Context: an optimization exercise on an open-source flow, tuned for a short achievable clock period and few clock cycles per item. The choices shown serve that exercise and are no tape-out recipe.
In this exercise RTL edits were held to simulation tests only and were not proved equivalent to the original.

Setup of oak:
Design alu_exec_unit, start of the top module:
module alu_exec_unit
#(
    parameter int XLEN  = 32,
    parameter int M_EXT = 1
) (
    input  logic            clk,
    input  logic            rst,
    input  logic            flush,
    input  logic            in_valid,
    output logic            in_ready,
    input  logic [1:0]      alu_op,
    input  logic [2:0]      funct3,
    input  logic [6:0]      funct7,
    input  logic [XLEN-1:0] op_a,
    input  logic [XLEN-1:0] op_b,
    output logic            out_valid,
    input  logic            out_ready,
    output logic [XLEN-1:0] result,
    output logic            result_zero
);
For scale: ~19000 cells after synthesis.
==> module alu_div_step, before the edit <==
module alu_div_step
#(
    parameter int W = 32,
    parameter int K = 0
) (
    input  logic [W-1:0] rem,
    input  logic [W-1:0] qa,
    input  logic [W-1:0] dv,
    output logic [W-1:0] rem_n,
    output logic [W-1:0] qa_n
);
    localparam logic [W-1:0] c_MASK = {W{1'b1}} >> (W - 1 - K);
    logic [W-1:0] w_rs;
    logic [W:0]   w_diff;
    logic         w_fits;
    generate
        if (K == 0) begin : g_rs0
            assign w_rs = {{(W-1){1'b0}}, qa[W-1]};
        end else begin : g_rsk
            assign w_rs = {{(W-K){1'b0}}, rem[K-1:0], qa[W-1]};
        end
    endgenerate
    assign w_diff = {1'b0, w_rs} - {1'b0, dv};
    localparam int L = $clog2(W);
    logic [L:0][W-1:0] w_gt;
    logic [L:0][W-1:0] w_ge;
    assign w_gt[0] = w_rs & ~dv;
    assign w_ge[0] = w_rs | ~dv;
    genvar l, i;
    generate
        for (l = 0; l < L; l++) begin : g_lvl
            for (i = 0; i < (W >> (l + 1)); i++) begin : g_grp
                assign w_gt[l+1][i] = w_gt[l][2*i+1] | (w_ge[l][2*i+1] & w_gt[l][2*i]);
                assign w_ge[l+1][i] = w_gt[l][2*i+1] | (w_ge[l][2*i+1] & w_ge[l][2*i]);
            end
            for (i = (W >> (l + 1)); i < W; i++) begin : g_pad
                assign w_gt[l+1][i] = 1'b0;
                assign w_ge[l+1][i] = 1'b0;
            end
        end
    endgenerate
    assign w_fits = w_ge[L][0];
    assign rem_n  = (w_fits ? w_diff[W-1:0] : w_rs) & c_MASK;
    assign qa_n   = {qa[W-2:0], w_fits};
endmodule
Settings: LEC_CHECK=0, ABC_CLOCK_PERIOD_IN_PS=3000, CAP_MARGIN=20, CORE_MARGIN=2, CORE_UTILIZATION=55, CTS_CLUSTER_SIZE=30, SETUP_SLACK_MARGIN=5, SLEW_MARGIN=20; clock period 9.0 ns.
standard.sh (not shown) runs the stock make flow with config.mk's settings and CLKGATE_MAP_FILE= SYNTH_SCRIPT=/design/flow/synth_recipe.tcl, a recipe that flattens the netlist after the stock synthesis.
==> flow/flow/run.sh <==
#!/bin/bash
# The standard layout, with timing repair aimed below the design's
# period: the same ORFS make targets and settings as standard.sh, except a
# larger SETUP_SLACK_MARGIN. Synthesis settings are unchanged.
set -euo pipefail
MARGIN=5.9
sed -e "s/SETUP_SLACK_MARGIN=[0-9.]*/SETUP_SLACK_MARGIN=${MARGIN}/" standard.sh > standard_tight.sh
grep -q "SETUP_SLACK_MARGIN=${MARGIN}" standard_tight.sh
bash standard_tight.sh > standard_tight.log 2>&1
Testbench counts of oak, summed over its fixed seeds: cycles 9,888, items 9,600.
Setup changes, oak to pine
-- flow/design.v --
<<< oak, line 451
    endgenerate
    assign w_diff = {1'b0, w_rs} - {1'b0, dv};
    localparam int L = $clog2(W);
    logic [L:0][W-1:0] w_gt;
    logic [L:0][W-1:0] w_ge;
    assign w_gt[0] = w_rs & ~dv;
    assign w_ge[0] = w_rs | ~dv;
    genvar l, i;
    generate
        for (l = 0; l < L; l++) begin : g_lvl
            for (i = 0; i < (W >> (l + 1)); i++) begin : g_grp
                assign w_gt[l+1][i] = w_gt[l][2*i+1] | (w_ge[l][2*i+1] & w_gt[l][2*i]);
                assign w_ge[l+1][i] = w_gt[l][2*i+1] | (w_ge[l][2*i+1] & w_ge[l][2*i]);
            end
            for (i = (W >> (l + 1)); i < W; i++) begin : g_pad
                assign w_gt[l+1][i] = 1'b0;
                assign w_ge[l+1][i] = 1'b0;
            end
        end
    endgenerate
    assign w_fits = w_ge[L][0];
    assign rem_n  = (w_fits ? w_diff[W-1:0] : w_rs) & c_MASK;
    assign qa_n   = {qa[W-2:0], w_fits};
>>> pine, line 451
    endgenerate
    assign w_diff = {1'b0, w_rs} - {1'b0, dv};
    assign w_fits = !w_diff[W];
    assign rem_n  = (w_fits ? w_diff[W-1:0] : w_rs) & c_MASK;
    assign qa_n   = {qa[W-2:0], w_fits};
[summary]
In pine, the adder and majority cell fraction of the synthesized area came out 1.9 points below the value in oak.
Relative to oak, die height decreased by 2.5% in pine.
Looking only at fraction of final layout cells with drive strength greater than 1, and setting everything else aside, the lower value of oak and pine goes to oak.
Of oak and pine, the higher via count of the first global-routing pass belongs to oak.
Sort oak and pine by synthesis-to-finish area growth asc -> top: oak
Cell area ends up lower on pine.
Cmp oak and pine / post-route minimum period / lower: oak
Against oak, pine comes in 1.2 points lower on met3 global-route usage.
Upper clock frequency limit, oak and pine: larger value in oak
oak → pine: sequential share of cell area went up, total routing resource utilization after global routing decreased 0.86 points.
Testbench counts of pine, summed over its fixed seeds: cycles 9,888, items 9,600.

==> what the ideal ports hide <==
No port has a modelled driver above. Below, the same layouts with a new extraction and two added sets of constraints.
Step 1 sets driving cells, clkbuf_16 on the clock port and buf_2 on the other inputs (assumed; they add their load-dependent delay and slew).
Step 2 adds t to the input delays and takes it off the output delays; t is the mean of the earliest and latest rising clock arrival at the registers after step 1. Input paths then give back, and output paths get back, about the clock's delay inside the block.
Slacks: ideal ports / drivers / drivers and shift; pairs: ideal ports / drivers.
run	shift t [ns]	setup WS [ns]	hold WS [ns]	worst slew at a driven data input, ns
oak	1.129	5.565 / 5.453 / 4.961	0.275 / 0.275 / 0.275	0.07
pine	1.139	5.451 / 5.410 / 5.000	0.303 / 0.303 / 0.303	0.06
After both steps setup and hold are still met in every run listed. For oak, which loses most, drivers alone change the setup slack by -0.112 ns; drivers and shift together by -0.604 ns.
